This design comes from an exercise in tuning for small area and a short achievable clock period on the open sky130 flow, not from production work.
Power and IR drop assume default switching activity.

Setup of alpha:
==> flow/design.v <==
module spi_slave_mem_burst #(
  parameter int ADDR_W   = 8,
  parameter int DATA_W   = 8,
  parameter int AUTO_INC = 1
) (
  input  logic clk,
  input  logic rst_n,
  input  logic ss_n,
  input  logic MOSI,
  output logic MISO,
  output logic valid_MISO,
  output logic sready
);
  localparam int WORDS = 256;
  logic       st_cmd, st_addr_w, st_addr_r, st_wdata, st_rd_wait;
  logic       miso_q, valid_q, busy_q, idle_q;
  logic [2:0] cnt;
  logic [6:0] sh;
  logic [6:0] tx;
  logic [15:0] wlo, whi;    
  logic [15:0] rlo, rhi;    
  logic [7:0] mem [0:WORDS-1];
  logic [7:0] word_in;
  logic       at2, at3, go;
  logic       addr_done_w, addr_done_r, wr_en, rd_load;
  logic       rdata_nxt;
  logic [7:0] rd_word;
  assign idle_q      = !busy_q;
  assign word_in     = {sh, MOSI};
  assign go          = !ss_n;
  assign at2         = (cnt == 3'd2);
  assign at3         = (cnt == 3'd3);
  assign addr_done_w = go && st_addr_w && at2;
  assign addr_done_r = go && st_addr_r && at2;
  assign wr_en       = go && st_wdata && at2;
  assign rd_load     = go && (st_rd_wait || (valid_q && at3));
  assign rdata_nxt   = go && (st_rd_wait || valid_q);
  always_ff @(posedge clk or negedge rst_n) begin
    if (!rst_n) begin
      busy_q     <= 1'b0;
      st_cmd     <= 1'b0;
      st_addr_w  <= 1'b0;
      st_addr_r  <= 1'b0;
      st_wdata   <= 1'b0;
      st_rd_wait <= 1'b0;
      valid_q    <= 1'b0;
      miso_q     <= 1'b0;
    end else begin
      busy_q     <= go;
      st_cmd     <= go && idle_q;
      st_addr_w  <= go && ((st_cmd && !sh[0] && !MOSI) || (st_addr_w && !at2));
      st_addr_r  <= go && ((st_cmd &&  sh[0] && !MOSI) || (st_addr_r && !at2));
      st_wdata   <= go && ((st_cmd && !sh[0] &&  MOSI) || st_wdata);
      st_rd_wait <= go && st_cmd && sh[0] && MOSI;
      valid_q    <= rdata_nxt;
      miso_q     <= rdata_nxt && (rd_load ? rd_word[7] : tx[6]);
    end
  end
  always_ff @(posedge clk) begin
    sh  <= word_in[6:0];
    cnt <= idle_q ? 3'd2 : cnt + 3'd1;
    tx  <= rd_load ? rd_word[6:0] : {tx[5:0], 1'b0};
  end
  always_ff @(posedge clk or negedge rst_n) begin
    if (!rst_n) begin
      wlo   <= 16'd1;
      whi   <= 16'd1;
      rlo   <= 16'd1;
      rhi   <= 16'd1;
    end else begin
      if (addr_done_w) begin
        wlo <= 16'd1 << word_in[3:0];
        whi <= 16'd1 << word_in[7:4];
      end else if (wr_en) begin
        wlo <= {wlo[14:0], wlo[15]};
        if (wlo[15]) whi <= {whi[14:0], whi[15]};
      end
      if (addr_done_r) begin
        rlo <= 16'd1 << word_in[3:0];
        rhi <= 16'd1 << word_in[7:4];
      end else if (rd_load) begin
        rlo <= {rlo[14:0], rlo[15]};
        if (rlo[15]) rhi <= {rhi[14:0], rhi[15]};
      end
    end
  end
  logic [WORDS-1:0] wsel;
  always_comb begin
    wsel = '0;
    for (int i = 0; i < 16; i++)
      for (int j = 0; j < 16; j++)
        wsel[i*16 + j] = whi[i] & (wlo[j] & wr_en);
  end
  for (genvar w = 0; w < WORDS; w++) begin : g_row
    always_ff @(posedge clk) begin
      if (wsel[w]) mem[w] <= word_in;
    end
  end
  logic [7:0] rd_blk [0:15];
  for (genvar i = 0; i < 16; i++) begin : g_blk
    logic [7:0] acc;
    always_comb begin
      acc = '0;
      for (int j = 0; j < 16; j++)
        acc = acc | (mem[i*16 + j] & {8{rlo[j]}});
    end
    always_ff @(posedge clk) rd_blk[i] <= acc;
  end
  always_comb begin
    rd_word = '0;
    for (int i = 0; i < 16; i++) rd_word = rd_word | (rd_blk[i] & {8{rhi[i]}});
  end
  assign sready     = idle_q;
  assign valid_MISO = valid_q;
  assign MISO       = miso_q;
endmodule
export LEC_CHECK = 0
export CAP_MARGIN = 20
export CORE_MARGIN = 2
export CORE_UTILIZATION = 60
export CTS_CLUSTER_DIAMETER = 100
export CTS_CLUSTER_SIZE = 28
export SETUP_SLACK_MARGIN = 2.3
export SLEW_MARGIN = 20
create_clock -name core_clock -period 4.5 [get_ports {clk}]
standard.sh (not shown) runs the stock make flow with config.mk's settings and CLKGATE_MAP_FILE= SYNTH_SCRIPT=/design/flow/synth_recipe.tcl, a recipe that flattens the netlist after the stock synthesis.
==> flow/flow/run.sh <==
#!/bin/bash
# Standard ORFS layout (the standard.sh, standard synthesis unchanged) with three changes:
#  - ports are buffered with buf_4 instead of the cell buffer_ports picks by default
#    (a delay cell on sky130hd), so the port buffers can be resized like any buffer;
#  - repair_timing/repair_design may resize across cell footprints;
#  - before detailed placement, the flip-flop driving each output port is moved next to
#    that port's buffer (flow/near_pins.tcl).
set -euo pipefail
bash standard.sh MATCH_CELL_FOOTPRINT=0 "BUFFER_PORTS_ARGS=-buffer_cell sky130_fd_sc_hd__buf_4" \
  "PRE_DETAIL_PLACE_TCL=$PWD/flow/near_pins.tcl" finish > make_finish.log 2>&1
==> flow/flow/near_pins.tcl <==
# PRE_DETAIL_PLACE hook: move the flip-flop that launches each output port (and an
# inverter between it and the port buffer, if there is one) onto the port buffer's
# location, so no output path has to cross the die. Detailed placement then legalizes.
set block [ord::get_db_block]
proc signal_inputs {inst} {
  set r {}
  foreach it [$inst getITerms] {
    if {[$it isInputSignal] && [$it getNet] ne "NULL" && [[$it getNet] getSigType] eq "SIGNAL"} { lappend r $it }
  }
  return $r
}
proc net_driver {net} {
  foreach it [$net getITerms] { if {[$it isOutputSignal]} { return [$it getInst] } }
  return ""
}
foreach bt [$block getBTerms] {
  if {[$bt getIoType] ne "OUTPUT"} continue
  set buf [net_driver [$bt getNet]]
  if {$buf eq ""} continue
  set loc [$buf getLocation]
  set cur $buf
  for {set k 0} {$k < 3} {incr k} {
    set ins [signal_inputs $cur]
    if {[llength $ins] != 1} break
    set prev [net_driver [[lindex $ins 0] getNet]]
    if {$prev eq ""} break
    set m [[$prev getMaster] getName]
    puts "near_pins: [$bt getName]: moving [$prev getName] ($m) to the port buffer [$buf getName]"
    $prev setLocation [lindex $loc 0] [lindex $loc 1]
    if {[string match "*__df*" $m]} break
    set cur $prev
  }
}
The following lists how beta was set up differently from alpha:
==> flow/flow/run.sh <==
#!/bin/bash
# Standard ORFS layout (the standard.sh, standard synthesis unchanged) with two changes:
#  - ports are buffered with buf_4 instead of the cell buffer_ports picks by default
#    (a delay cell on sky130hd), so the port buffers can be resized like any buffer;
#  - repair_timing/repair_design may resize across cell footprints.
set -euo pipefail
bash standard.sh MATCH_CELL_FOOTPRINT=0 "BUFFER_PORTS_ARGS=-buffer_cell sky130_fd_sc_hd__buf_4" finish > make_finish.log 2>&1
removed: flow/flow/near_pins.tcl
Notes after the runs:
Fraction of area in registers delta (beta -> alpha): insignificant
Relative to alpha, the number of fill cells in the layout measured on beta has decreased slightly.
On hold slack: beta sits below alpha.
beta vs. alpha: total power of the final layout about even; final core utilization saw little to no change.
The origin of the worst setup path comes out wlo[5]$_DFFE_PN0P_ in one run and busy_q$_DFF_PN0_ in the other, namely in alpha and beta respectively.
No functional check of the RTL was part of any run of this note.

## afterwards: timing with drivers on the ports
In the flow no input, the clock included, has a driving cell. The finished layouts below were timed again as built, in two steps.
Step 1 assumes that a clkbuf_16 drives the clock port and a buf_2 every other input.
Step 2 adds t to the input delays and takes it off the output delays; t is the mean of the earliest and latest rising clock arrival at the registers after step 1. Input paths then give back, and output paths get back, about the clock's delay inside the block.
Three values: ideal, step 1, step 2; two values: the first two.
run | shift t [ns] | slack for setup (ns) | hold WS [ns] | worst register clock-pin slew, ns | worst data-port slew with drivers (ns)
alpha | 0.823 | 2.213 / 2.183 / 1.656 | 0.276 / 0.303 / 0.469 | 0.12 / 0.12 | 0.15
beta | 0.836 | 2.096 / 2.006 / 1.750 | 0.238 / 0.262 / 0.458 | 0.12 / 0.12 | 0.14
After both steps every run listed still meets setup and hold. The setup slack of alpha, which loses most, moves by -0.030 ns with the drivers and by -0.557 ns with both steps.
